Background: an optimization exercise with open tools, aiming at small area, a short achievable clock period and few clock cycles. Do not read the settings as production practice.
RTL that was checked went through simulation tests only; none was proved equivalent to the original.
For runs 3 to 6, only the layout was checked, not whether the RTL still works.
No activity file was given, so power comes from the tool's default toggle rates.

[flow/config.mk]
export PLATFORM = sky130hd
export DESIGN_NAME = round_filtered_step_chaser_core
export DESIGN_NICKNAME = round_filtered_step_chaser_core
export VERILOG_FILES = /design/flow/design.v
export SDC_FILE = /design/flow/constraint.sdc
export NUM_CORES = 4
export LEC_CHECK = 0
export ABC_AREA = 1
export CAP_MARGIN = 20
export CORE_MARGIN = 2
export CORE_UTILIZATION = 50
export CTS_CLUSTER_DIAMETER = 100
export CTS_CLUSTER_SIZE = 24
export SETUP_SLACK_MARGIN = 2.1
export SLEW_MARGIN = 20
[flow/constraint.sdc]
create_clock -name core_clock -period 5.0 [get_ports {clk}]
set_input_delay 1.0000 -clock core_clock [delete_from_list [all_inputs] [get_ports {clk}]]
set_output_delay 1.0000 -clock core_clock [all_outputs]
set_load 0.01 [all_outputs]
[flow/design.v]
package rfsc_pkg;
	localparam logic [1:0] OP_TICK  = 2'd0;
	localparam logic [1:0] OP_PLAY  = 2'd1;
	localparam logic [1:0] OP_STOP  = 2'd2;
	localparam logic [1:0] OP_WRITE = 2'd3;
	localparam logic [1:0] EV_ACT        = 2'd0;
	localparam logic [1:0] EV_DEACT      = 2'd1;
	localparam logic [1:0] EV_NONE_FOUND = 2'd2;
endpackage
module round_filtered_step_chaser_core (
	input  logic        clk,
	input  logic        arst_n,
	input  logic        cfg_we,
	input  logic [4:0]  cfg_wdata,
	input  logic        s_tvalid,
	output logic        s_tready,
	input  logic [1:0]  s_tuser,
	input  logic [71:0] s_tdata,
	output logic        m_tvalid,
	input  logic        m_tready,
	output logic [1:0]  m_tuser,
	output logic [23:0] m_tdata,
	output logic        m_tlast
);
	localparam logic [14:0] RN_TOP = 15'h7fff;
	logic [15:0] t_dm  [16];   
	logic [14:0] t_lo  [16];
	logic [14:0] t_hi  [16];
	logic [1:0]  t_fl  [16];
	logic [3:0]  last_q;       
	logic        playing_q;
	logic        srch_q;       
	logic        stale_q;      
	logic        rdy_q;        
	logic        fin_q;        
	logic        dq_q;         
	logic [7:0]  cnt_q;        
	logic [16:0] el_q;
	logic        sat_q;        
	logic [17:0] rem_q;        
	logic        dfl_q;        
	logic [3:0]  cp_q;         
	logic [15:0] ch_q;
	logic [14:0] cr_q;
	logic        inc_q;        
	logic [14:0] clo_q;        
	logic [14:0] chi_q;
	logic        cact_q;
	logic [15:0] cdm_q;
	logic        cdfl_q;
	logic        ov_q;         
	logic [1:0]  ok_q;
	logic [3:0]  os_q;
	logic [14:0] or_q;
	logic        ol_q;
	logic        pv_q;         
	logic [3:0]  ps_q;         
	logic        accept;
	logic        op_tick, op_play, op_stop, op_write;
	assign s_tready = rdy_q && (!ov_q || m_tready);
	assign accept   = s_tvalid && s_tready;
	assign op_tick  = accept && (s_tuser == rfsc_pkg::OP_TICK);
	assign op_play  = accept && (s_tuser == rfsc_pkg::OP_PLAY);
	assign op_stop  = accept && (s_tuser == rfsc_pkg::OP_STOP);
	assign op_write = accept && (s_tuser == rfsc_pkg::OP_WRITE);
	logic [3:0]  w_idx;
	logic [15:0] w_dur, w_min, w_ex, w_max;
	logic [15:0] w_dm;
	logic [14:0] lo_m, hi_m, w_lo, w_hi;
	logic        ex_on, never;
	assign w_idx = s_tdata[3:0];
	assign w_dur = s_tdata[19:4];
	assign w_min = s_tdata[35:20];
	assign w_ex  = s_tdata[51:36];
	assign w_max = s_tdata[67:52];
	assign w_dm  = w_dur - 16'd1;
	assign lo_m  = w_min[15] ? 15'd0 : w_min[14:0];
	assign hi_m  = w_max[15] ? RN_TOP : w_max[14:0];
	assign ex_on = !w_ex[15];
	assign never = (w_max[15] && (w_max != 16'hffff)) || (w_ex[15] && (w_ex != 16'hffff)) ||
		(ex_on && ((w_ex[14:0] < lo_m) || (w_ex[14:0] > hi_m)));
	assign w_lo  = ex_on ? w_ex[14:0] : lo_m;
	assign w_hi  = never ? 15'd0 : (ex_on ? w_ex[14:0] : hi_m);
	always_ff @(posedge clk) begin
		for (int i = 0; i < 16; i++) begin
			if (op_write && (w_idx == 4'(i))) begin
				t_dm[i] <= w_dm;
				t_lo[i] <= w_lo;
				t_hi[i] <= w_hi;
				t_fl[i] <= s_tdata[69:68];
			end
		end
	end
	logic        hit;
	logic        wrap;
	logic [3:0]  np;
	logic [15:0] nh;           
	logic [14:0] nr;
	logic [3:0]  cur;          
	logic [14:0] rn;           
	assign hit  = (cr_q >= clo_q) && (cr_q <= chi_q);
	assign wrap = cp_q == last_q;     
	assign np   = wrap ? 4'd0 : cp_q + 4'd1;
	assign nh   = wrap ? 16'd1 : {ch_q[14:0], 1'b0};
	assign nr   = (wrap && (cr_q != RN_TOP)) ? cr_q + 15'd1 : cr_q;
	assign cur  = (cp_q == 4'd0) ? last_q : cp_q - 4'd1;
	assign rn   = inc_q ? cr_q - 15'd1 : cr_q;
	logic [14:0] n_lo, n_hi;
	logic        n_act;
	logic [15:0] n_dm;
	logic        n_dfl;
	always_comb begin
		n_lo  = '0;
		n_hi  = '0;
		n_act = 1'b0;
		n_dm  = '0;
		n_dfl = 1'b0;
		for (int i = 0; i < 16; i++) begin
			n_lo  = n_lo  | (t_lo[i] & {15{nh[i]}});
			n_hi  = n_hi  | (t_hi[i] & {15{nh[i]}});
			n_act = n_act | (t_fl[i][0] & nh[i]);
			n_dm  = n_dm  | (t_dm[i] & {16{nh[i]}});
			n_dfl = n_dfl | (t_fl[i][1] & nh[i]);
		end
	end
	logic        adv;
	logic        sat;
	logic        try_c;        
	logic        nf;           
	logic        to_first;     
	logic [16:0] el_adv;
	logic [17:0] rem_adv;
	logic [17:0] cdm_x;        
	assign sat      = sat_q;
	assign adv      = rem_q[17];
	logic [17:0] rem_neg;      
	assign rem_neg  = ~rem_q + 18'd1;
	assign el_adv   = sat ? ~rem_q[16:0] : rem_neg[16:0];
	assign cdm_x    = {{2{cdm_q == 16'hffff}}, cdm_q};
	logic [9:0]  ra_lo;
	logic [8:0]  ra_h0, ra_h1;
	assign ra_lo    = {1'b0, cdm_x[8:0]} + {1'b0, rem_q[8:0]} + {9'd0, sat};
	assign ra_h0    = cdm_x[17:9] + rem_q[17:9];
	assign ra_h1    = cdm_x[17:9] + rem_q[17:9] + 9'd1;
	assign rem_adv  = {ra_lo[9] ? ra_h1 : ra_h0, ra_lo[8:0]};
	assign try_c    = (srch_q && !fin_q) || (op_tick && playing_q && adv) || (op_play && !playing_q);
	assign nf       = srch_q && !fin_q && !hit && (cnt_q == 8'h80);
	assign to_first = (op_stop && playing_q) || fin_q;
	logic deact_ev;
	logic [3:0] old;
	assign deact_ev = srch_q ? dq_q : (op_tick && dfl_q);
	assign old      = srch_q ? ps_q : cur;
	always_ff @(posedge clk or negedge arst_n) begin
		if (!arst_n) begin
			last_q    <= 4'd0;
			playing_q <= 1'b0;
			srch_q    <= 1'b0;
			fin_q     <= 1'b0;
			rdy_q     <= 1'b1;
			stale_q   <= 1'b0;
			cp_q      <= 4'd0;
			ch_q      <= 16'd1;
			cr_q      <= 15'd1;
			ov_q      <= 1'b0;
			pv_q      <= 1'b0;
		end else begin
			if (cfg_we) begin
				if (cfg_wdata == 5'd0) last_q <= 4'd0;
				else if (cfg_wdata > 5'd16) last_q <= 4'd15;
				else last_q <= 4'(cfg_wdata - 5'd1);
			end
			if (ov_q && m_tready) begin
				ov_q <= pv_q;
				pv_q <= 1'b0;
			end
			if (op_play && !playing_q) playing_q <= 1'b1;
			if (op_stop && playing_q) begin
				playing_q <= 1'b0;
				if (dfl_q) ov_q <= 1'b1;
			end
			if (try_c) begin
				srch_q <= !hit;
				fin_q  <= nf;
				if (hit) begin
					if (cact_q || deact_ev) ov_q <= 1'b1;
					pv_q <= cact_q && deact_ev;
				end else if (nf) begin
					playing_q <= 1'b0;
				end
			end
			stale_q <= op_write && (w_idx == cur) && playing_q;
			rdy_q   <= !(op_write && (w_idx == cur) && playing_q) &&
				!(try_c ? !hit : (srch_q && !fin_q)) &&
				!(try_c && hit ? (cact_q && deact_ev) : (pv_q && !(ov_q && m_tready)));
			if (fin_q) begin
				ov_q   <= 1'b1;
				srch_q <= 1'b0;
				fin_q  <= 1'b0;
			end
			if (to_first) begin
				cp_q <= 4'd0;
				ch_q <= 16'd1;
				cr_q <= 15'd1;
			end else if (try_c) begin
				cp_q <= np;
				ch_q <= nh;
				cr_q <= nr;
			end
		end
	end
	always_ff @(posedge clk) begin
		if (op_tick && playing_q) begin
			if (adv) begin
				el_q  <= el_adv;
				sat_q <= sat ? (rem_q[16:0] == 17'd0) : (rem_q[16:0] == 17'd1);
				rem_q <= rem_adv;
			end else begin
				el_q  <= el_q + 17'd1;
				sat_q <= 1'b0;         
				rem_q <= ~rem_neg;
			end
		end
		if (op_play && !playing_q) begin
			el_q  <= 17'd0;
			sat_q <= 1'b0;
			rem_q <= cdm_x;
		end
		if (srch_q || stale_q) rem_q <= (stale_q ? rem_q : cdm_x) + ~{1'b0, el_q} + {17'd0, !stale_q};
		if (op_write && (w_idx == cur)) begin
			rem_q <= {2'b00, w_dur};
			dfl_q <= s_tdata[69];
		end
		if (to_first) begin
			clo_q  <= t_lo[0];
			chi_q  <= t_hi[0];
			cact_q <= t_fl[0][0];
			cdm_q  <= t_dm[0];
			cdfl_q <= t_fl[0][1];
		end else if (try_c) begin
			clo_q  <= n_lo;
			chi_q  <= n_hi;
			cact_q <= n_act;
			cdm_q  <= n_dm;
			cdfl_q <= n_dfl;
			inc_q  <= wrap && (cr_q != RN_TOP);
		end else if (op_write && (w_idx == cp_q)) begin
			clo_q  <= w_lo;
			chi_q  <= w_hi;
			cact_q <= s_tdata[68];
			cdm_q  <= w_dm;
			cdfl_q <= s_tdata[69];
		end
		if (ov_q && m_tready) begin
			ok_q <= rfsc_pkg::EV_DEACT;
			os_q <= ps_q;
			ol_q <= 1'b1;
		end
		if (fin_q) begin
			ok_q <= rfsc_pkg::EV_NONE_FOUND;
			os_q <= cur;
			or_q <= rn;
			ol_q <= 1'b1;
		end
		if (op_stop && playing_q) begin
			ok_q <= rfsc_pkg::EV_DEACT;
			os_q <= cur;
			or_q <= rn;
			ol_q <= 1'b1;
		end
		if (try_c) begin
			if (!srch_q) begin
				dq_q   <= op_tick && dfl_q;
				ps_q   <= cur;
				cnt_q  <= 8'h01;
			end else begin
				cnt_q  <= {cnt_q[6:0], cnt_q[7] ^ cnt_q[5] ^ cnt_q[4] ^ cnt_q[3]};
			end
			ok_q <= cact_q ? rfsc_pkg::EV_ACT : rfsc_pkg::EV_DEACT;
			os_q <= cact_q ? cp_q : old;
			or_q <= cr_q;
			ol_q <= !(cact_q && deact_ev);
			dfl_q <= cdfl_q;
		end
	end
	assign m_tvalid = ov_q;
	assign m_tuser  = ok_q;
	assign m_tdata  = {5'd0, or_q, os_q};
	assign m_tlast  = ol_q;
endmodule
[flow/run.sh]
#!/bin/bash
# synth_recipe.tcl (not shown) runs the flow's synth.tcl, then flattens the netlist and writes it again
# the make line also repeats each setting of config.mk as NAME=value (left out here)
make -C /OpenROAD-flow-scripts/flow DESIGN_CONFIG=/design/flow/config.mk WORK_HOME=/design/flow/orfs CLKGATE_MAP_FILE= SYNTH_SCRIPT=/design/flow/synth_recipe.tcl finish
==> results.txt, run 1 <==
synthesis-stage register bit count=934; grt ovf=0; cts bufs inserted=48; Post-Place Cells=5116; vias in the first global route=28396; VDD IR max=345.3 µV; Sw Ratio=40.58%; Critical Path Fanout Max=29; Cell Int Power=15.16 mW; xor and xnor area share after synthesis=1.682%; Final period util=57.59%; via/cell ratio=5.773; share of layout cells above drive strength 1=10.32%; total negative slack=0 ps; Mapped Cells=3912; total track usage=29.65%; Max-cap violations=0; Pins Over Slew Limit=0; Synth cell types=65; Worst EP arrival=3290 ps; Hold WC Path Type=in2async; Clock transition at path regs=100 ps; max frequency=347.3 MHz; clock share of power=17.5%; simple-gate share of the synthesized area=16.85%; Logic pwr share=42.3%; Cell Area, Synth=42710 µm²; Clock Path Buffers=3; main combinational cell family by area after synthesis=simple AND/OR/NAND/NOR gates; worst skew pair latency=660 ps; Antenna Nets Post-Route=0; P&R area growth vs syn=14.31%; mux cell area share after synthesis=0%; Compound-Gate Fraction of Synth Area=8.338%; post-synthesis average cell area=10.92 µm²; DRT iter0 DRCs=3158; DR vias=30458; Root Driver=clkbuf_16; largest net degree at the start of global routing=49; TritonCTS Sinks=934; Rows=107; Worst-Margin Slew=721.0 ps; Core Footprint=84880 µm²; total die area=87770 µm²; Initial Utilization=50.31%; Clock Skews=22.30 ps; hold buffers post-CTS=0; ys flop type=edfxtp_1; type of origin of the critical path=flip-flop; CTS tree=built; WS Path Type=reg2reg; Hold Vio Cnt, Final=0; CP Capture Type=flip-flop; Residual DRC=0; average routed wire per standard cell=24.75 µm; Pwr Total=25.51 mW; Die W=296.3 µm; slew margin rel.=51.57%; Post-synth EDFFs=869; port bufs=105; HPWL after detailed placement=78.11 mm; initial antenna violation count=6; drt pass-1 iters=6; Post-Route WL=130.6 mm; R2R cell count=12; sequential share of the synthesized area=64.69%; Final nets=4287; Adder-Cell Fraction of Synth Area=3.223%; P_leak=18.35 nW; Tmin final=2879 ps; Non-Filler Instances=5276; Pwr per Cell Area=522.6 nW/µm²; status=timing/DRC/antenna clean; first-pass GRT wire length=187.5 mm; total I/O pin count=113; asr flop ratio synth=4.818%; sequential fraction of design power=40.2%; CP required=5410 ps; GP Congestion=0.9203; chip height=296.3 µm; setup violators final=0; net switching power figure=10.35 mW; H-tree levels=2; RSZ-0062 raised after global routing=yes; Ys Warns=5
[stage by stage]
| step | setup slack [ps] | util, % | area [µm²] | hold slack [ps] |
|---|---|---|---|---|
| after global routing | 1941 | 57.51 | 48810 | 478.6 |
| final | 2121 | 57.51 | 48820 | 454.4 |
| after global placement | 714.0 | 54.00 | 45840 | 502.1 |
| after detailed placement | 712.7 | 54.00 | 45840 | 500.1 |
| after floorplan | 1405 | - | 43130 | 444.7 |
| after CTS | 1972 | 56.79 | 48200 | 448.4 |
[cell families after synthesis]
family	after synthesis
AND/OR/NAND/NOR	1678
flip-flops	934
adder cells (fa/ha/maj)	107
other	1
buffers and inverters	536
AO/OA/AOI/OAI	574
XOR/XNOR	82
[registers in the layout, summed over array words and instances, names as in the netlist, 2 cells and up]
| name | cells |
|---|---|
| ok_q | 2 |
| ps_q | 4 |
| cp_q | 4 |
| t_hi | 240 |
| t_fl | 32 |
| last_q | 4 |
| el_q | 17 |
| ch_q | 15 |
| cr_q | 15 |
| t_lo | 240 |
| cdm_q | 16 |
| or_q | 15 |
| rem_q | 18 |
| clo_q | 15 |
| os_q | 4 |
| chi_q | 15 |
| t_dm | 256 |
| cnt_q | 8 |
[cell type report]
type	instances	area [µm²]
Fill cell	7145	36060
Sequential cell	934	27630
Multi-Input combinational cell	2449	13710
Timing Repair Buffer	281	3082
Inverter	381	1499
Tap cell	1144	1431
Clock buffer	70	1284
Clock inverter	11	161.4
Antenna cell	5	12.51
Timing Repair inverter	1	5.005
[power by group through the flow]
| stage | Combinational, mW | Clock [mW] | Sequential [mW] |
|---|---|---|---|
| 2_1_floorplan | 6.66 | 0 | 10.1 |
| 3_3_place_gp | 9.77 | 0 | 10.4 |
| 3_5_place_dp | 9.87 | 0 | 10.4 |
| 4_1_cts | 10.2 | 4.50 | 10.2 |
| 5_1_grt | 11.9 | 4.76 | 10.3 |
| 6_report | 10.8 | 4.46 | 10.3 |
[synthesized netlist by cell type (all sizes together), types with 2 or more instances]
cell type  count  area (µm²)
nand2        946        3593
edfxtp       869       26100
inv          378        1421
nand3        282        1421
nor2         254       998.5
o21ai        191       955.9
a21oi        151       759.5
ha           102        1276
nand4         93       581.8
buf           90       549.3
xor2          71       621.9
clkbuf        65       244.0
nor3          65       341.6
a211oi        62       465.5
dfrtp         42        1051
a22o          28       245.2
o22ai         25       156.4
a221oi        22       192.7
nor4          21       137.6
o211ai        21       157.7
dfxtp         20       400.4
o2111a        15       168.9
a31oi         14       87.58
xnor2         11       96.34
o2111ai       10       87.58
o21bai         6       45.04
o31ai          6       45.04
fa             5       100.1
or2            5       31.28
o21a           4       30.03
o221ai         4       35.03
and2           3       18.77
clkinv         3       11.26
dfstp          3       78.83
nand3b         3       22.52
nor3b          3       27.52
a21boi         2       15.01
a21o           2       15.01
o211a          2       20.02
o311ai         2       17.52
o41ai          2       17.52
or4            2       15.01
[final timing paths]
kind,startpoint,to,slack [ps]
max,cp_q[2]$_DFFE_PN0P_,cdm_q[11]$_DFFE_PP_,2120
min,arst_n,cr_q[1]$_DFFE_PN0P_,450
max reg2reg,cp_q[2]$_DFFE_PN0P_,cdm_q[11]$_DFFE_PP_,2120
min reg2reg,fin_q$_DFF_PN0_,srch_q$_DFFE_PN0P_,510
max in group asynchronous,arst_n,stale_q$_DFF_PN0_,4010
min in group core_clock,fin_q$_DFF_PN0_,srch_q$_DFFE_PN0P_,510
[repair_timing]
item / 4_1_cts / 5_1_grt
resized for setup: 78 / 112
buffers inserted: 45 / 24
endpoints found under the setup margin: 682 / 396
pin swaps: 28 / 44
cloned: 3 / 2
[critical path, stage by stage, from the launching register on]
cell,delay (ps)
dfrtp_2,490
xor2_1,200
nor2_4,150
buf_4,160
nand2_8,100
buf_4,300
nand2_2,140
buf_4,380
o21ai_0,160
a211oi_1,270
nand3_1,140
nand2_1,80
nand3_1,60
[routing by layer]
metal	wire length, µm	track usage, %	part of all wire, %
met5	0	0	0
met4	4439	9.731	3.4
met2	60250	47.36	46
met3	12490	5.936	9.6
met1	53410	40.84	41
[layout by cell type (no fill, tap or decap), drive strengths merged, types with 9 or more instances in the layout]
master         netlist  routed
nand2              946     949
edfxtp             869     869
inv                378     378
nand3              282     282
nor2               254     254
o21ai              191     191
buf                 90     176
a21oi              151     151
ha                 102     102
clkdlybuf4s50        0      96
nand4               93      93
xor2                71      71
clkbuf              65      71
nor3                65      65
a211oi              62      62
dfrtp               42      42
a22o                28      28
o22ai               25      25
a221oi              22      22
o211ai              21      21
nor4                21      21
dfxtp               20      20
o2111a              15      15
a31oi               14      14
xnor2               11      11
o2111ai             10      10
clkinv               3       9
Testbench counts, summed over its fixed seeds: cycles 11,059.
==> inputs of run 2 (changes only) <==
--- a/flow/config.mk
+++ b/flow/config.mk
@@ -10,6 +10,6 @@
 export CORE_MARGIN = 2
-export CORE_UTILIZATION = 50
+export CORE_UTILIZATION = 40
 export CTS_CLUSTER_DIAMETER = 100
 export CTS_CLUSTER_SIZE = 24
-export SETUP_SLACK_MARGIN = 2.1
+export SETUP_SLACK_MARGIN = 2.2
 export SLEW_MARGIN = 20
==> run 2 against run 1 <==
Effect of this change:
- sequential share of layout area shrank 1.3 points
- global-route usage fell by 5.1 points
- first-iteration DRC count grew 24%
- via count grew 2.8%
- critical endpoint is now t_hi[1][13]$_DFFE_PP_
- power is 2.6% higher
- utilization shrank 10 points
- highest routed layer unchanged
==> results.txt, run 2 <==
P&R area growth vs syn=17.10%; share of layout cells above drive strength 1=12.56%; RSZ-0062 raised after global routing=yes; via/cell ratio=5.643; VDD IR max=295.4 µV; commonest non-fill, non-tap cells in the layout=nand2_1, edfxtp_1, inv_1; total negative slack=0 ps; TritonCTS Sinks=934; DR vias=31306; total die area=109400 µm²; synthesis-stage register bit count=934; total track usage=24.52%; crit-path cells=clkdlybuf4s50_1 > nand2_2 > ha_4 > nand2_1 > o21ai_0 > a21oi_1 > nand2_1 > nand2_2 > nand2_4 > nand2_8 > buf_12 > buf_12 > nor3_4 > buf_12; slew margin rel.=42.57%; DP Worst Slack=433.4 ps; Clock Path Buffers=3; hold buffers post-CTS=0; initial antenna violation count=3; setup violators final=0; HPWL after detailed placement=80.40 mm; asr flop ratio synth=4.818%; share of the synthesized area in the top cell type=61.10%; Post-synth EDFFs=869; fillers=9516; Critical Path Fanout Max=16; worst skew pair latency=660 ps; Rows=119; Clock Skews=32.50 ps; Final WS setup=2222 ps; Ys Warns=5; Reg with most FFs=t_dm; fin area=50010 µm²; H-tree levels=2; final hold slack=458.0 ps; GP Congestion=0.8978; Max-cap violations=0; Cell Area, Synth=42710 µm²; Final nets=4330; Initial Utilization=40.45%; Hold Vio Cnt, Final=0; Synth cell types=65; CTS tree=built; Post-Route WL=138.4 mm; DRT iter0 DRCs=3923; vias in the first global route=29101; count leader, synth=nand2_1; CP required=5490 ps; cts bufs inserted=48; WS Path Type=in2reg; most common cell after layout, fill and taps aside=nand2_1; DP Area=45970 µm²; post-synthesis average cell area=10.92 µm²; Crit-path slowest cell=clkdlybuf4s50_1; Mapped Cells=3912; status=timing/DRC/antenna clean; Worst EP arrival=3270 ps; ys flop type=edfxtp_1; Core Footprint=105600 µm²; type of origin of the critical path=input pin; Root Driver=clkbuf_16; Worst path most repeated cell=buf_12; total I/O pin count=113; worst path bufs/invs=4; Top delay family on crit path=buffers and inverters; largest net degree at the start of global routing=49; CP Capture Type=flip-flop; Pins Over Slew Limit=0; Antenna Cells=0; average routed wire per standard cell=24.95 µm; top cell type by total area after synthesis=edfxtp_1; first-pass GRT wire length=195.8 mm; Worst-Margin Slew=854.9 ps; Die W=330.8 µm; Antenna Nets Post-Route=0; CP peak stage delay=530 ps; top flop regs=t_dm: 256 flops, t_hi: 240 flops, t_lo: 240 flops; top post-synthesis cells by count=nand2_1, edfxtp_1, inv_1; max frequency=359.9 MHz; chip height=330.8 µm; Hold WC Path Type=in2async; Final period util=55.57%; Residual DRC=0; port bufs=105; grt ovf=0; Pwr per Cell Area=523.4 nW/µm²; drt pass-1 iters=6; Synth area leaders=edfxtp_1, nand2_1, nand3_1; Tmin final=2778 ps; Clock transition at path regs=100 ps; sequential share of the synthesized area=64.69%; P_leak=18.82 nW; max reg flops=256
## run 2: cell counts after synthesis
No cell type changed its count.
## run 2: worst paths after layout
kind / start / endpoint / slack [ps] / cells after the start
min in group core_clock: fin_q$_DFF_PN0_ / srch_q$_DFFE_PN0P_ / 510 / 1
worst max register to register: last_q[2]$_DFFE_PN0P_ / clo_q[9]$_DFFE_PP_ / 2230 / 12
worst min-delay path: arst_n / cr_q[1]$_DFFE_PN0P_ / 460 / 2
max in group asynchronous: arst_n / stale_q$_DFF_PN0_ / 3980 / 2
worst min register to register: fin_q$_DFF_PN0_ / srch_q$_DFFE_PN0P_ / 510 / 1
worst max-delay path: s_tdata[30] / t_hi[1][13]$_DFFE_PP_ / 2220 / 14
## run 2: area by class of cell
cell class                 instances  area (µm²)  area share (%)
clock buffer                      58        1291           2.582
clock inverter                    10       132.6          0.2652
inverter                         381        1533           3.065
multi-input combinational       2451       14110           28.22
sequential                       934       27640           55.27
tap                             1391        1740           3.480
timing repair buffer             319        3532           7.063
timing repair inverter             4       31.28         0.06255
## run 2: cells by family (layout without fill, tap and decap cells)
kind of cell    after synthesis  in the layout  synth area share [%]
simple gates               1678           1683                 16.85
flops                       934            934                 64.69
compound gates              574            574                 8.338
buf+inv                     536            772                 5.212
fa+ha+maj                   107            107                 3.223
xor+xnor                     82             82                 1.682
other cells                   1              5              0.008781
## run 2: power breakdown
group	total [mW]	internal [mW]	switching, mW
Combinational	11.5	4.05	7.43
Clock	4.44	1.88	2.56
Sequential	10.3	9.55	0.704
Total	26.2	15.5	10.7
## run 2: stage by stage
stage	instances	power [mW]	util [%]
5_1_grt	5548	27.55	47.37
2_1_floorplan	3916	16.72	-
3_5_place_dp	5360	20.26	43.55
3_3_place_gp	5360	20.13	43.55
4_1_cts	5506	25.34	46.45
6_report	5548	26.18	47.37
## run 2: repair_timing
action,CTS,global route
hold endpoints to repair,0,0
setup endpoints to repair,839,680
cloned,10,5
pin swaps,48,59
buffers inserted,68,37
gates resized for setup,201,156
## run 2: routing by layer
metal  routed length, µm  track usage, %  share of wire (%)  vias to the layer above
met5                   0               0                  0                        -
met2               65440           40.12                 47                     1501
met1               56150           34.54                 41                    15412
li1                    -               -                  -                    14201
met3               13610           3.282                9.8                      192
met4                3191           6.158                2.3                        0
## run 2: worst register-to-register path, stage by stage, from the launching register on
cell and delay, ps:
dfrtp_2 460, xor2_1 180, nor2_4 190, buf_12 130, nand2_8 110, buf_12 180, nand2_4 150, clkinv_8 160
buf_8 220, a221oi_1 380, nand4_1 130, nand2_1 80, nand3_1 120
==> inputs of run 3 (changes only) <==
--- a/flow/design.v
+++ b/flow/design.v
@@ -57,2 +57,6 @@
 	logic [3:0]  ps_q;         
+	logic        def_q;        
+	logic        da_q;         
+	logic        dd_q;         
+	logic        dst_q;        
 	logic        accept;
@@ -135,5 +139,3 @@
 	assign adv      = rem_q[17];
-	logic [17:0] rem_neg;      
-	assign rem_neg  = ~rem_q + 18'd1;
-	assign el_adv   = sat ? ~rem_q[16:0] : rem_neg[16:0];
+	assign el_adv   = ~rem_q[16:0] + {16'd0, !sat};
 	assign cdm_x    = {{2{cdm_q == 16'hffff}}, cdm_q};
@@ -147,5 +149,11 @@
 	assign nf       = srch_q && !fin_q && !hit && (cnt_q == 8'h80);
-	assign to_first = (op_stop && playing_q) || fin_q;
 	logic deact_ev;
 	logic [3:0] old;
+	logic room, st_def, tr_def;
+	logic blk;                 
+	assign blk      = srch_q ? !room : pv_q;
+	assign tr_def   = try_c && hit && blk && (cact_q || deact_ev);
+	assign room     = !ov_q || m_tready;
+	assign st_def   = op_stop && playing_q && dfl_q && pv_q;
+	assign to_first = (op_stop && playing_q && !st_def) || fin_q || (def_q && dst_q && room);
 	assign deact_ev = srch_q ? dq_q : (op_tick && dfl_q);
@@ -159,2 +167,3 @@
 			rdy_q     <= 1'b1;
+			def_q     <= 1'b0;
 			stale_q   <= 1'b0;
@@ -178,3 +187,3 @@
 				playing_q <= 1'b0;
-				if (dfl_q) ov_q <= 1'b1;
+				if (dfl_q && !pv_q) ov_q <= 1'b1;
 			end
@@ -183,3 +192,3 @@
 				fin_q  <= nf;
-				if (hit) begin
+				if (hit && !blk) begin
 					if (cact_q || deact_ev) ov_q <= 1'b1;
@@ -192,4 +201,13 @@
 			rdy_q   <= !(op_write && (w_idx == cur) && playing_q) &&
-				!(try_c ? !hit : (srch_q && !fin_q)) &&
-				!(try_c && hit ? (cact_q && deact_ev) : (pv_q && !(ov_q && m_tready)));
+				!(try_c ? !hit : (srch_q && !fin_q)) && !st_def && !tr_def && !(def_q && !room);
+			if (st_def || tr_def) begin
+				def_q <= 1'b1;
+				da_q  <= tr_def && cact_q;
+				dd_q  <= tr_def && deact_ev;
+				dst_q <= st_def;
+			end else if (def_q && room) begin
+				def_q <= 1'b0;
+				ov_q  <= 1'b1;
+				pv_q  <= da_q && dd_q;
+			end
 			if (fin_q) begin
@@ -218,4 +236,4 @@
 				el_q  <= el_q + 17'd1;
-				sat_q <= 1'b0;         
-				rem_q <= ~rem_neg;
+				sat_q <= el_q == 17'h1fffe;
+				rem_q <= rem_q - 18'd1;
 			end
@@ -263,3 +281,9 @@
 		end
-		if (op_stop && playing_q) begin
+		if (def_q && room) begin
+			ok_q <= da_q ? rfsc_pkg::EV_ACT : rfsc_pkg::EV_DEACT;
+			os_q <= da_q ? cur : (dst_q ? cur : ps_q);
+			or_q <= rn;
+			ol_q <= !(da_q && dd_q);
+		end
+		if (op_stop && playing_q && !pv_q) begin
 			ok_q <= rfsc_pkg::EV_DEACT;
@@ -277,6 +301,8 @@
 			end
-			ok_q <= cact_q ? rfsc_pkg::EV_ACT : rfsc_pkg::EV_DEACT;
-			os_q <= cact_q ? cp_q : old;
-			or_q <= cr_q;
-			ol_q <= !(cact_q && deact_ev);
+			if (!blk) begin
+				ok_q <= cact_q ? rfsc_pkg::EV_ACT : rfsc_pkg::EV_DEACT;
+				os_q <= cact_q ? cp_q : old;
+				or_q <= cr_q;
+				ol_q <= !(cact_q && deact_ev);
+			end
 			dfl_q <= cdfl_q;
--- a/flow/config.mk
+++ b/flow/config.mk
@@ -7,3 +7,2 @@
 export LEC_CHECK = 0
-export ABC_AREA = 1
 export CAP_MARGIN = 20
@@ -11,5 +10,4 @@
 export CORE_UTILIZATION = 40
-export CTS_CLUSTER_DIAMETER = 100
-export CTS_CLUSTER_SIZE = 24
-export SETUP_SLACK_MARGIN = 2.2
+export CTS_BUF_LIST = sky130_fd_sc_hd__clkbuf_4 sky130_fd_sc_hd__clkbuf_8
+export SETUP_SLACK_MARGIN = 2.1
 export SLEW_MARGIN = 20
==> run 3 against run 2 <==
Effect of this change:
- maximum frequency is 8.8% lower
- clock skew rose by 2.4 ps
- highest routed layer is now met5
- routed wire length decreased by 3.6%
- die area is 3.6% lower
- register-to-register slack got worse by 280 ps
- final area decreased by 0.59%
- still clean on timing, DRC and antenna
- sequential power barely moved
- global-route usage about the same
- clock power grew 48%
- power is 12% higher
- area after synthesis down 3.7%
- count of clock-buffer cells in the layout grew 152
==> results.txt, run 3 <==
status=timing/DRC/antenna clean; total negative slack=0 ps; post-synthesis average cell area=13.49 µm²; Tmin final=3045 ps; Clock Skews=34.95 ps; sequential share of the synthesized area=66.90%; Sw Ratio=38.32%; Critical Path Fanout Max=6; DP Area=44780 µm²; CTS tree=built; setup violators final=0; Worst-Margin Slew=930.3 ps; Clock transition at path regs=60 ps; reg2reg setup slack=1950 ps; initial antenna violation count=2; Logic pwr share=41.9%; share of layout cells above drive strength 1=21.18%; R2R cell count=11; VDD IR max=344.4 µV; Pins Over Slew Limit=0; Mapped Cells=3050; Hold Vio Cnt, Final=0; top cell type by total area after synthesis=edfxtp_1; hold buffers post-CTS=0; share of the synthesized area in the top cell type=62.05%; most common cell after layout, fill and taps aside=edfxtp_1; slew margin rel.=37.98%; Synth cell types=86; Synth area leaders=edfxtp_1, ha_1, dfrtp_1; type of origin of the critical path=flip-flop; max frequency=328.4 MHz; max reg flops=256; via/cell ratio=6.045; fin area=49710 µm²; Root Driver=clkbuf_8; Reg with most FFs=t_dm; Post-synth EDFFs=850; Worst R2R End=rem_q[14]$_DFFE_PP_; net switching power figure=11.28 mW; average routed wire per standard cell=27.43 µm; synthesis-stage register bit count=938; CP required=5590 ps; Antenna Nets Post-Route=0; sequential fraction of design power=35.9%; Clock Path Buffers=3; worst skew pair latency=840 ps; Core Footprint=101900 µm²; HPWL after detailed placement=74.24 mm; fillers=8924; total I/O pin count=113; count leader, synth=edfxtp_1; Pwr per Cell Area=592.3 nW/µm²; drt pass-1 iters=6; Hold WC Path Type=in2async; top post-synthesis cells by count=edfxtp_1, nor2_1, nand2_1; TritonCTS Sinks=938; commonest non-fill, non-tap cells in the layout=edfxtp_1, buf_4, nand2_1; asr flop ratio synth=4.904%; first-pass GRT wire length=191.6 mm; WS Path Type=reg2reg; Ys Warns=5; Cell Area, Synth=41130 µm²; cts bufs inserted=153; DRT iter0 DRCs=4208; Worst EP arrival=3630 ps; H-tree levels=4; Residual DRC=0; P&R area growth vs syn=20.85%; total die area=105400 µm²; Max-cap violations=0; Post-Route WL=133.4 mm; Initial Utilization=40.37%; clock share of power=22.2%; Worst Setup SP=stale_q$_DFF_PN0_; P_leak=17.06 nW; total track usage=24.54%; vias in the first global route=28274; Final nets=3576; top flop regs=t_dm: 256 flops, t_hi: 240 flops, t_lo: 240 flops; grt ovf=0; GP Congestion=0.8756; port bufs=105; FF-to-FF Start=stale_q$_DFF_PN0_; worst setup path endpoint=rem_q[14]$_DFFE_PP_; RSZ-0062 raised after global routing=yes; CP Capture Type=flip-flop; chip height=324.7 µm; largest net degree at the start of global routing=62; Die W=324.7 µm; DR vias=29398; Cell Int Power=18.16 mW; Rows=117; ys flop type=edfxtp_1; Final period util=60.91%
## run 3: cell count changes in the layout (fill, tap and decap cells not counted), sizes merged, moves of 32 or more
cell	previous run	this run
nor2	254	183
a22o	28	69
buf	211	261
a221oi	22	92
inv	376	105
nand3	282	75
clkbuf	64	217
nand2	951	171
nand2b	0	33
a222oi	0	50
a22oi	1	123
a211oi	62	30
a21oi	151	113
xnor2	11	56
## run 3: per-layer routing
metal | vias to the layer above | global-route usage [%] | routed length, µm
met5 | - | 0 | 15
met4 | 2 | 7.246 | 3288
met3 | 222 | 4.855 | 12980
met2 | 1561 | 38.06 | 60400
met1 | 14874 | 34.94 | 56710
li1 | 12739 | - | -
## run 3: repair_timing
item                       in CTS  in global routing
gates cloned                    5                  1
setup buffers                  83                 39
resized for setup             162                117
setup endpoints to repair     680                384
pin swaps                      53                 54
## run 3: area by class of cell
type,instances,area (µm²),share of cell area [%]
multi-input cells,1826,13490,27.14
inverters,99,382.9,0.7702
repair buffers,365,3621,7.284
flip-flops and latches,938,27560,55.43
well taps,1368,1712,3.443
clock buffers,210,2546,5.122
clock inverters,56,399.1,0.8029
diodes,1,2.502,0.005034
## run 3: logic make-up after synthesis
family / Yosys count / synth area share (%)
muxes: 48 / 1.229
adders and majority gates: 111 / 3.455
other: 1 / 0.009116
xor gates and xnor gates: 102 / 2.172
and+or+nand+nor: 718 / 8.590
buffers and inverters: 291 / 2.844
DFF: 938 / 66.90
AOI/OAI and AO/OA: 841 / 14.80
## run 3: worst min path at each step
stage                          startpoint                     to  slack, ps  depth (start not counted)
floorplan           el_q[11]$_SDFFE_PP0P_  el_q[11]$_SDFFE_PP0P_        480                          2
global placement    el_q[15]$_SDFFE_PP0P_  el_q[15]$_SDFFE_PP0P_        510                          2
detailed placement  el_q[11]$_SDFFE_PP0P_  el_q[11]$_SDFFE_PP0P_        520                          2
CTS                                arst_n         pv_q$_DFF_PN0_        250                          2
global route                       arst_n    playing_q$_DFF_PN0_        290                          2
finish                             arst_n    playing_q$_DFF_PN0_        280                          2
## run 3: metrics by stage
stage          cells  hold slack, ps  power (mW)  utilization [%]  setup slack [ps]
2_1_floorplan   3054           477.7       17.66                -              1289
3_3_place_gp    4468           509.6       21.60            43.95             412.2
3_5_place_dp    4468           518.1       21.68            43.95             430.5
4_1_cts         4822           254.4       28.78            48.06              1875
5_1_grt         4863           292.4       30.93            48.79              1863
6_report        4863           278.3       29.44            48.79              1955
## run 3: critical path: stages (launching register included)
cell	delay, ps
dfrtp_4	520
buf_8	160
mux2i_2	150
fa_2	360
fa_2	350
nand2b_4	160
a21oi_4	170
o211ai_1	170
a31oi_1	210
xnor2_1	140
o211ai_1	100
o32a_1	290
## run 3: power groups by stage
stage / clock, mW / combinational [mW] / sequential (mW)
floorplan: 0 / 7.57 / 10.1
global placement: 0 / 10.8 / 10.8
detailed placement: 0 / 10.9 / 10.8
CTS: 6.64 / 11.6 / 10.6
global route: 6.99 / 13.3 / 10.6
finish: 6.55 / 12.3 / 10.6
==> inputs of run 4 (changes only) <==
--- a/flow/config.mk
+++ b/flow/config.mk
@@ -10,3 +10,4 @@
 export CORE_UTILIZATION = 40
-export CTS_BUF_LIST = sky130_fd_sc_hd__clkbuf_4 sky130_fd_sc_hd__clkbuf_8
+export CTS_CLUSTER_DIAMETER = 100
+export CTS_CLUSTER_SIZE = 24
 export SETUP_SLACK_MARGIN = 2.1
==> run 4 against run 3 <==
Effect of this change:
- still clean on timing, DRC and antenna
- count of clock-buffer cells in the layout is 141 lower
- register-to-register slack hardly changed
- first-iteration DRC count is 2.3% higher
- power is 6.5% lower
- area after synthesis stayed put
- critical endpoint is now chi_q[11]$_DFFE_PP_
- largest cell class unchanged
==> results.txt, run 4 <==
slew margin rel.=39.20%; Synth cell types=86; Compound-Gate Fraction of Synth Area=14.80%; RSZ-0062 raised after global routing=yes; Ys Warns=5; chip height=324.7 µm; sequential share of the synthesized area=66.90%; Post-Route WL=133.4 mm; Post-Place Cells=4468; largest net degree at the start of global routing=63; mux cell area share after synthesis=1.229%; Hold WC Path Type=in2async; WS Path Type=in2reg; share of layout cells above drive strength 1=19.86%; commonest non-fill, non-tap cells in the layout=edfxtp_1, buf_4, nand2_1; count leader, synth=edfxtp_1; most common cell after layout, fill and taps aside=edfxtp_1; ys flop type=edfxtp_1; Critical Path Fanout Max=8; total track usage=24.24%; Final period util=61.45%; Tmin final=3072 ps; H-tree levels=2; Residual DRC=0; top post-synthesis cells by count=edfxtp_1, nor2_1, nand2_1; total I/O pin count=113; max frequency=325.5 MHz; P&R area growth vs syn=20.03%; Pwr per Cell Area=557.5 nW/µm²; Clock Path Buffers=3; Antenna Cells=0; top flop regs=t_dm: 256 flops, t_hi: 240 flops, t_lo: 240 flops; DP Area=44780 µm²; Core Footprint=101900 µm²; Hold Vio Cnt, Final=0; initial antenna violation count=2; max reg flops=256; DR vias=29200; post-synthesis average cell area=13.49 µm²; Top delay family on crit path=compound AO/OA/AOI/OAI gates; Post-synth EDFFs=850; Initial Utilization=40.37%; hold buffers post-CTS=0; xor and xnor area share after synthesis=2.172%; Max-cap violations=0; Root Driver=clkbuf_16; Pins Over Slew Limit=0; DRT iter0 DRCs=4303; type of origin of the critical path=input pin; P_leak=16.68 nW; Final nets=3561; worst path bufs/invs=5; share of the synthesized area in the top cell type=62.05%; Die W=324.7 µm; fillers=8903; Pwr Total=27.53 mW; GP Congestion=0.8756; Worst-Margin Slew=886.6 ps; main combinational cell family by area after synthesis=compound AO/OA/AOI/OAI gates; Clock transition at path regs=100 ps; via/cell ratio=6.125; vias in the first global route=27570; cts bufs inserted=47; Mapped Cells=3050; top cell type by total area after synthesis=edfxtp_1; reg2reg setup slack=1960 ps; asr flop ratio synth=4.904%; simple-gate share of the synthesized area=8.590%; CP Capture Type=flip-flop; first-pass GRT wire length=190.6 mm; Crit-path slowest cell=a211oi_4; total negative slack=0 ps; synthesis-stage register bit count=938; average routed wire per standard cell=27.98 µm; Antenna Nets Post-Route=0; Cell Area, Synth=41130 µm²; TritonCTS Sinks=938; Reg with most FFs=t_dm; CP required=5510 ps; Clock Skews=32.81 ps; CP peak stage delay=260 ps; setup violators final=0; grt ovf=0; CTS tree=built; total die area=105400 µm²; Non-Filler Instances=4767; Synth area leaders=edfxtp_1, ha_1, dfrtp_1; status=timing/DRC/antenna clean; worst skew pair latency=630 ps; Adder-Cell Fraction of Synth Area=3.455%; Rows=117; HPWL after detailed placement=74.24 mm; Worst EP arrival=3580 ps; port bufs=105; VDD IR max=345.1 µV; fin area=49370 µm²; crit-path cells=buf_8 > buf_12 > nor2_4 > ha_4 > a21o_1 > a21o_1 > a211oi_2 > o221a_2 > o2111ai_4 > buf_6 > buf_16 > a211oi_4 > buf_12 > o221a_4; drt pass-1 iters=8
-- run 4: repair_timing --
action                                  in CTS  in global routing
resized for setup                          286                125
endpoints found under the setup margin    1249                338
pin swaps                                   96                 45
cloned                                       7                  5
setup buffers                              153                 54
-- run 4: path summary, 6_finish.rpt --
| check | startpoint | endpoint | depth (start not counted) |
|---|---|---|---|
| setup / recovery | s_tdata[67] | chi_q[11]$_DFFE_PP_ | 14 |
| hold / removal | arst_n | def_q$_DFFE_PN0P_ | 2 |
| setup reg to reg | stale_q$_DFF_PN0_ | rem_q[15]$_DFFE_PP_ | 11 |
| hold reg to reg | ok_q[1]$_DFF_P_ | ok_q[1]$_DFF_P_ | 2 |
| max in group asynchronous | arst_n | ch_q[13]$_DFFE_PN0P_ | 2 |
| min in group core_clock | ok_q[1]$_DFF_P_ | ok_q[1]$_DFF_P_ | 2 |
-- run 4: final cells by class --
cell class | instances | area [µm²] | share of cell area (%)
flip-flops and latches | 938 | 27560 | 55.81
multi-input cells | 1826 | 13690 | 27.73
repair buffers | 456 | 4611 | 9.339
well taps | 1368 | 1712 | 3.467
clock buffers | 69 | 1280 | 2.593
inverters | 99 | 382.9 | 0.7755
clock inverters | 11 | 140.1 | 0.2838
-- run 4: report_power, final --
group          total [mW]  switching, mW  internal, mW
combinational        12.6           7.27          5.34
sequential           10.5          0.962          9.57
clock                4.38           2.50          1.88
-- run 4: routing by layer --
metal  share of wire, %  routed length [µm]  up-vias  global-route usage (%)
met5              0.022                  30        -                       0
met4                2.2                2995        4                   4.791
met3                9.6               12780      189                   3.817
met2                 46               61100     1520                   38.71
met1                 42               56450    14831                   35.15
li1                   -                   -    12656                       -
-- run 4: cells by family (layout without fill, tap and decap cells) --
logic type                 Yosys count  in the layout
and+or+nand+nor                    718            718
DFF                                938            938
AOI/OAI and AO/OA                  841            842
other                                1              5
muxes                               48             48
adders and majority gates          111            111
xor gates and xnor gates           102            102
buffers and inverters              291            635
-- run 4: worst reg2reg max path, delay by kind of cell, from the launching register on --
kind | cells | cell delay, ps
AOI/OAI and AO/OA | 5 | 1330
DFF | 1 | 520
buffers and inverters | 2 | 290
muxes | 1 | 290
adders and majority gates | 1 | 240
xor gates and xnor gates | 1 | 130
and+or+nand+nor | 1 | 70
-- run 4: stage by stage --
stage                     worst slack [ps]  hold WS [ps]  utilization, %
after floorplan                       1289         477.7               -
after global placement               412.2         509.6           43.95
after detailed placement             430.5         518.1           43.95
after CTS                             1892         476.5           47.49
after global routing                  1836         496.2           48.46
final                                 1928         467.2           48.46
==> inputs of run 5 (changes only) <==
--- a/flow/design.v
+++ b/flow/design.v
@@ -139,3 +139,5 @@
 	assign adv      = rem_q[17];
-	assign el_adv   = ~rem_q[16:0] + {16'd0, !sat};
+	logic [17:0] rem_neg;      
+	assign rem_neg  = ~rem_q + 18'd1;
+	assign el_adv   = sat ? ~rem_q[16:0] : rem_neg[16:0];
 	assign cdm_x    = {{2{cdm_q == 16'hffff}}, cdm_q};
@@ -236,4 +238,4 @@
 				el_q  <= el_q + 17'd1;
-				sat_q <= el_q == 17'h1fffe;
-				rem_q <= rem_q - 18'd1;
+				sat_q <= 1'b0;         
+				rem_q <= ~rem_neg;
 			end
--- a/flow/config.mk
+++ b/flow/config.mk
@@ -7,2 +7,3 @@
 export LEC_CHECK = 0
+export ABC_AREA = 1
 export CAP_MARGIN = 20
==> run 5 against run 4 <==
Effect of this change:
- still clean on timing, DRC and antenna
- sequential share of layout area down 0.25 points
- synthesized cell count is 31% higher
- non-clock buffer count is 158 lower
- utilization decreased by 2.0 points
- power fell by 4.5%
- area after synthesis increased by 4.5%
- final cell count increased by 18%
- count of clock-buffer cells in the layout increased by 9
- largest cell class unchanged
- highest routed layer is now met4
==> results.txt, run 5 <==
status=timing/DRC/antenna clean; WS Path Type=reg2reg; max reg flops=256; average routed wire per standard cell=24.44 µm; DP Area=46430 µm²; commonest non-fill, non-tap cells in the layout=nand2_1, edfxtp_1, inv_1; Clock transition at path regs=100 ps; crit-path cells=buf_4 > buf_4 > nand2_1 > o21ai_0 > ha_1 > nand2_1 > o21ai_2 > nor2_1 > o21ai_2 > nand4_1 > nand2_1 > nand2_1 > a31oi_1 > nand2_1 > nand2_1; Reg with most FFs=t_dm; CP Capture Type=flip-flop; Adder-Cell Fraction of Synth Area=3.203%; CP peak stage delay=490 ps; simple-gate share of the synthesized area=16.77%; Final nets=4390; Crit-path slowest cell=dfrtp_4; total die area=110100 µm²; cts bufs inserted=47; RSZ-0062 raised after global routing=yes; ys flop type=edfxtp_1; H-tree levels=2; Worst path most repeated cell=nand2_1; slew margin rel.=47.62%; Die W=331.8 µm; CP required=5540 ps; P_leak=18.56 nW; VDD IR max=362.8 µV; sequential share of the synthesized area=64.05%; Post-Route WL=137.9 mm; share of layout cells above drive strength 1=10.38%; P&R area growth vs syn=15.32%; Compound-Gate Fraction of Synth Area=9.324%; vias in the first global route=30050; Residual DRC=0; count leader, synth=nand2_1; type of origin of the critical path=flip-flop; GP Congestion=0.9025; Synth area leaders=edfxtp_1, nand2_1, nand3_1; via/cell ratio=5.629; Synth cell types=67; Cell Area, Synth=42970 µm²; setup violators final=0; Mapped Cells=4004; first-pass GRT wire length=199.0 mm; Core Footprint=106800 µm²; total I/O pin count=113; Clock Path Buffers=3; HPWL after detailed placement=79.65 mm; Non-Filler Instances=5643; Top delay family on crit path=simple AND/OR/NAND/NOR gates; FF-to-FF Start=stale_q$_DFF_PN0_; Pins Over Slew Limit=0; share of the synthesized area in the top cell type=59.40%; Worst-Margin Slew=782.9 ps; mux cell area share after synthesis=0.04659%; initial antenna violation count=3; top flop regs=t_dm: 256 flops, t_hi: 240 flops, t_lo: 240 flops; Pwr per Cell Area=530.7 nW/µm²; fin area=49550 µm²; total negative slack=0 ps; Rows=120; Worst Setup SP=stale_q$_DFF_PN0_; Hold Vio Cnt, Final=0; max frequency=339.9 MHz; Tmin final=2942 ps; Final period util=58.84%; Antenna Nets Post-Route=0; CTS tree=built; chip height=331.8 µm; Ys Warns=5; Worst EP arrival=3480 ps; Initial Utilization=40.25%; DRT iter0 DRCs=3866; Max-cap violations=0; Root Driver=clkbuf_16; Critical Path Fanout Max=7; asr flop ratio synth=4.904%; port bufs=105; Post-synth EDFFs=850; TritonCTS Sinks=938; top post-synthesis cells by count=nand2_1, edfxtp_1, inv_1; total track usage=24.17%; Hold WC Path Type=in2async; DR vias=31763; top cell type by total area after synthesis=edfxtp_1; worst skew pair latency=670 ps; xor and xnor area share after synthesis=1.305%; synthesis-stage register bit count=938; grt ovf=0; drt pass-1 iters=6; main combinational cell family by area after synthesis=simple AND/OR/NAND/NOR gates; largest net degree at the start of global routing=63; Clock Skews=28.24 ps; post-synthesis average cell area=10.73 µm²; most common cell after layout, fill and taps aside=nand2_1; worst path bufs/invs=2; hold buffers post-CTS=0; Post-Place Cells=5460
[run 5: worst paths after layout]
check                                       to  slack [ps]  cells after the start
max                        rem_q[15]$_DFFE_PP_        2060                     15
min                        cr_q[7]$_DFFE_PN0P_         490                      2
max reg2reg                rem_q[15]$_DFFE_PP_        2060                     15
min reg2reg                    or_q[1]$_DFF_P_         500                      2
max in group asynchronous    stale_q$_DFF_PN0_        3950                      2
min in group core_clock        or_q[1]$_DFF_P_         500                      2
[run 5: timing repair]
item	in CTS	in global routing
endpoints found under the setup margin	772	538
cloned	4	4
buffers inserted	45	40
hold endpoints to repair	0	0
resized for setup	82	119
pin swaps	31	19
[run 5: where the power goes]
part,total [mW],internal [mW],switching (mW)
sequential,10.3,9.50,0.775
clock,4.48,1.87,2.61
combinational,11.5,3.94,7.60
total,26.3,15.3,11.0
[run 5: layer usage]
layer | global-route usage [%] | vias to the layer above | wire, µm
met5 | 0 | - | 0
met4 | 5.994 | 0 | 3583
met3 | 2.697 | 190 | 11810
met2 | 39.93 | 1408 | 64450
met1 | 34.10 | 15661 | 58070
li1 | - | 14504 | -
[run 5: area by class of cell]
type	instances	area [µm²]
fill	9790	57200
sequential	938	27530
multi-input combinational	2513	14070
timing repair buffer	298	3176
tap	1403	1755
inverter	400	1554
clock buffer	78	1314
clock inverter	10	135.1
timing repair inverter	1	7.507
antenna	2	5.005
[run 5: cells by family after synthesis]
kind of cell	Yosys count
and+or+nand+nor	1685
DFF	938
AOI/OAI and AO/OA	645
buffers and inverters	562
adders and majority gates	107
xor gates and xnor gates	64
muxes	2
other	1
[run 5: stage by stage]
stage / hold slack [ps] / total power [mW] / utilization (%) / setup WS, ps
finish: 492.9 / 26.29 / 46.42 / 2058
global route: 532.2 / 27.75 / 46.41 / 1924
global placement: 466.3 / 20.74 / 43.48 / 498.9
detailed placement: 474.1 / 20.86 / 43.49 / 503.9
floorplan: 453.4 / 17.03 / - / 1355
CTS: 495.4 / 25.65 / 45.66 / 1971
[run 5: worst register-to-register path, delay by kind of cell, from the launching register on]
family / cells / cell delay, ps
AOI/OAI and AO/OA: 4 / 770
and+or+nand+nor: 8 / 830
adders and majority gates: 1 / 370
buffers and inverters: 2 / 380
DFF: 1 / 490
==> inputs of run 6 (changes only) <==
--- a/flow/design.v
+++ b/flow/design.v
@@ -139,12 +139,16 @@
 	assign adv      = rem_q[17];
-	logic [17:0] rem_neg;      
-	assign rem_neg  = ~rem_q + 18'd1;
-	assign el_adv   = sat ? ~rem_q[16:0] : rem_neg[16:0];
+	assign el_adv   = ~rem_q[16:0] + {16'd0, !sat};
 	assign cdm_x    = {{2{cdm_q == 16'hffff}}, cdm_q};
-	logic [9:0]  ra_lo;
-	logic [8:0]  ra_h0, ra_h1;
-	assign ra_lo    = {1'b0, cdm_x[8:0]} + {1'b0, rem_q[8:0]} + {9'd0, sat};
-	assign ra_h0    = cdm_x[17:9] + rem_q[17:9];
-	assign ra_h1    = cdm_x[17:9] + rem_q[17:9] + 9'd1;
-	assign rem_adv  = {ra_lo[9] ? ra_h1 : ra_h0, ra_lo[8:0]};
+	function automatic logic [17:0] add_cs(input logic [17:0] a, input logic [17:0] b, input logic ci);
+		logic [9:0] lo;
+		logic [8:0] h0, h1;
+		lo = {1'b0, a[8:0]} + {1'b0, b[8:0]} + {9'd0, ci};
+		h0 = a[17:9] + b[17:9];
+		h1 = a[17:9] + b[17:9] + 9'd1;
+		add_cs = {lo[9] ? h1 : h0, lo[8:0]};
+	endfunction
+	logic [17:0] rem_srch, rem_stale;
+	assign rem_adv   = add_cs(cdm_x, rem_q, sat);               
+	assign rem_srch  = add_cs(cdm_x, ~{1'b0, el_q}, 1'b1);      
+	assign rem_stale = add_cs(rem_q, ~{1'b0, el_q}, 1'b0);      
 	assign try_c    = (srch_q && !fin_q) || (op_tick && playing_q && adv) || (op_play && !playing_q);
@@ -238,4 +242,4 @@
 				el_q  <= el_q + 17'd1;
-				sat_q <= 1'b0;         
-				rem_q <= ~rem_neg;
+				sat_q <= el_q == 17'h1fffe;
+				rem_q <= rem_q - 18'd1;
 			end
@@ -247,3 +251,4 @@
 		end
-		if (srch_q || stale_q) rem_q <= (stale_q ? rem_q : cdm_x) + ~{1'b0, el_q} + {17'd0, !stale_q};
+		if (srch_q) rem_q <= rem_srch;
+		if (stale_q) rem_q <= rem_stale;
 		if (op_write && (w_idx == cur)) begin
--- a/flow/config.mk
+++ b/flow/config.mk
@@ -7,3 +7,2 @@
 export LEC_CHECK = 0
-export ABC_AREA = 1
 export CAP_MARGIN = 20
==> run 6 against run 5 <==
Effect of this change:
- via count decreased by 3.6%
- sequential share of layout area decreased by 0.73 points
- largest cell class unchanged
- final area increased by 1.5%
- global-route usage increased by 0.74 points
- count of clock-buffer cells in the layout increased by 2
- critical endpoint is now rem_q[17]$_SDFFE_PP0P_
- register-to-register slack got worse by 90 ps
- highest routed layer unchanged
==> results.txt, run 6 <==
status=timing/DRC/antenna clean; TritonCTS Sinks=938; via/cell ratio=6.213; DR vias=30635; RSZ-0062 raised after global routing=yes; Residual DRC=0; Mapped Cells=3256; first-pass GRT wire length=198.8 mm; Post-Route WL=140.0 mm; Final period util=60.64%; Ys Warns=5; total I/O pin count=113; most common cell after layout, fill and taps aside=edfxtp_1; port bufs=105; setup violators final=0; WS Path Type=reg2reg; Reg with most FFs=t_dm; GP Congestion=0.8960; top cell type by total area after synthesis=edfxtp_1; Die W=329.6 µm; Hold WC Path Type=in2async; total die area=108700 µm²; synthesis-stage register bit count=938; Max-cap violations=0; Synth cell types=98; largest net degree at the start of global routing=70; sequential share of the synthesized area=64.88%; share of the synthesized area in the top cell type=60.18%; total negative slack=0 ps; Worst-Margin Slew=1131 ps; post-synthesis average cell area=13.03 µm²; fillers=9088; Hold Vio Cnt, Final=0; Antenna Nets Post-Route=0; final hold slack=484.0 ps; share of layout cells above drive strength 1=18.33%; worst skew pair latency=660 ps; Cell Area, Synth=42410 µm²; HPWL after detailed placement=83.48 mm; asr flop ratio synth=4.904%; top flop regs=t_dm: 256 flops, t_hi: 240 flops, t_lo: 240 flops; top post-synthesis cells by count=edfxtp_1, nand2_1, nor2_1; vias in the first global route=28614; chip height=329.6 µm; total track usage=24.92%; grt ovf=0; initial antenna violation count=1; Clock Skews=25.85 ps; Pwr per Cell Area=584.4 nW/µm²; Clock Path Buffers=3; Antenna Cells=0; CTS tree=built; Initial Utilization=40.29%; Critical Path Fanout Max=5; CP required=5530 ps; Post-synth EDFFs=850; Core Footprint=105300 µm²; hold buffers post-CTS=0; P_leak=17.08 nW; DRT iter0 DRCs=4098; drt pass-1 iters=6; Non-Filler Instances=4931; Tmin final=3032 ps; average routed wire per standard cell=28.40 µm; Rows=119; ys flop type=edfxtp_1; count leader, synth=edfxtp_1; CP Capture Type=flip-flop; slew margin rel.=23.78%; H-tree levels=2; type of origin of the critical path=flip-flop; Pins Over Slew Limit=0; Synth area leaders=edfxtp_1, ha_1, dfrtp_1; cts bufs inserted=46; Final nets=3717; Worst EP arrival=3560 ps; max frequency=329.8 MHz; commonest non-fill, non-tap cells in the layout=edfxtp_1, buf_4, nand2_1; Post-Place Cells=4680; P&R area growth vs syn=18.58%; max reg flops=256; Root Driver=clkbuf_16; VDD IR max=460.0 µV; Clock transition at path regs=110 ps
run 6: power by group:
group / internal [mW] / total, mW / switching [mW]
sequential: 9.54 / 10.7 / 1.11
clock: 1.82 / 4.37 / 2.55
combinational: 6.02 / 14.4 / 8.35
total: 17.4 / 29.4 / 12.0
run 6: layer usage:
| layer | GRT usage [%] | up-vias | wire length [µm] |
|---|---|---|---|
| met2 | 41.43 | 1623 | 66970 |
| met5 | 0 | - | 0 |
| met4 | 8.093 | 0 | 4752 |
| met1 | 33.91 | 15476 | 55870 |
| li1 | - | 13285 | - |
| met3 | 3.267 | 251 | 12440 |
run 6: logic make-up (layout without fill, tap and decap cells):
logic type / Yosys count / in the layout / synth area share (%)
simple gates: 784 / 785 / 9.263
fa+ha+maj: 133 / 133 / 4.036
other cells: 1 / 5 / 0.008841
flops: 938 / 938 / 64.88
xor+xnor: 122 / 122 / 2.519
mux: 31 / 31 / 0.7552
compound gates: 945 / 947 / 15.69
buf+inv: 302 / 579 / 2.841
run 6: area by class of cell:
cell class / count / area [µm²] / share of cell area [%]
multi-input cells: 2023 / 15100 / 30.03
well taps: 1391 / 1740 / 3.460
inverters: 105 / 425.4 / 0.8458
clock inverters: 6 / 92.59 / 0.1841
repair buffers: 388 / 4056 / 8.065
clock buffers: 80 / 1300 / 2.585
flip-flops and latches: 938 / 27580 / 54.83
run 6: critical path, stage by stage (launching register included):
cell and delay, ps:
edfxtp_1 530, ha_1 420, and3_1 180, a221o_1 370, buf_4 170, a41oi_1 200
nand3_1 180, nor3_2 230, xnor2_1 170, a21oi_2 120, a211oi_4 370
run 6: what timing repair did:
action / CTS / global route
buffers inserted: 88 / 65
cloned: 7 / 5
pin swaps: 58 / 78
resized for setup: 168 / 179
endpoints found under the setup margin: 673 / 384
run 6: metrics by stage:
| stage | power [mW] | instance area (µm²) | util [%] | setup WS, ps |
|---|---|---|---|---|
| detailed placement | 23.00 | 46000 | 43.70 | 710.9 |
| floorplan | 18.68 | 42840 | - | 1665 |
| global route | 30.85 | 50300 | 47.78 | 1904 |
| CTS | 28.09 | 48950 | 46.50 | 1867 |
| finish | 29.39 | 50300 | 47.78 | 1968 |
| global placement | 22.88 | 46000 | 43.70 | 744.5 |
run 6: path summary, 6_finish.rpt:
kind	startpoint	endpoint	slack, ps	cells past startpoint
min	arst_n	pv_q$_DFF_PN0_	480	2
max reg2reg	cdm_q[11]$_DFFE_PP_	rem_q[17]$_SDFFE_PP0P_	1970	10
min in group core_clock	el_q[14]$_SDFFE_PP0P_	el_q[14]$_SDFFE_PP0P_	490	2
max	cdm_q[11]$_DFFE_PP_	rem_q[17]$_SDFFE_PP0P_	1970	10
min reg2reg	el_q[14]$_SDFFE_PP0P_	el_q[14]$_SDFFE_PP0P_	490	2
max in group asynchronous	arst_n	ch_q[1]$_DFFE_PN0P_	3880	2

==> separate check: timing with driven ports <==
The results above use ideal ports. As a check the final layouts listed here were re-extracted and re-timed, cells and wires unchanged.
Step 1 sets driving cells, clkbuf_16 on the clock port and buf_2 on the other inputs (assumed; they add their load-dependent delay and slew).
Step 2, shift: input delay + t, output delay - t, t = (earliest + latest rising clock arrival at the registers) / 2. This alone moves slack from input paths to output paths.
a / b / c = ideal ports / drivers / drivers and shift; a / b = the first two.
run | shift t [ns] | slack for setup (ns) | hold slack, ns | worst data-port slew with drivers (ns) | pins driven straight from the clock port
run 1 | 0.706 | 2.121 / 2.121 / 1.526 | 0.454 / 0.418 / 0.508 | 0.12 | 1
run 2 | 0.709 | 2.222 / 2.227 / 1.553 | 0.458 / 0.410 / 0.507 | 0.11 | 1
run 3 | 0.885 | 1.955 / 1.955 / 1.159 | 0.278 / 0.242 / 0.524 | 0.10 | 1
run 4 | 0.684 | 1.928 / 1.948 / 1.264 | 0.467 / 0.427 / 0.535 | 0.11 | 1
run 5 | 0.722 | 2.058 / 2.058 / 1.469 | 0.493 / 0.449 / 0.503 | 0.09 | 1
run 6 | 0.718 | 1.968 / 1.968 / 1.372 | 0.484 / 0.434 / 0.490 | 0.07 | 1
After both steps every run listed still meets setup and hold. For run 3, which loses most, drivers alone change the setup slack by 0.000 ns; drivers and shift together by -0.796 ns.
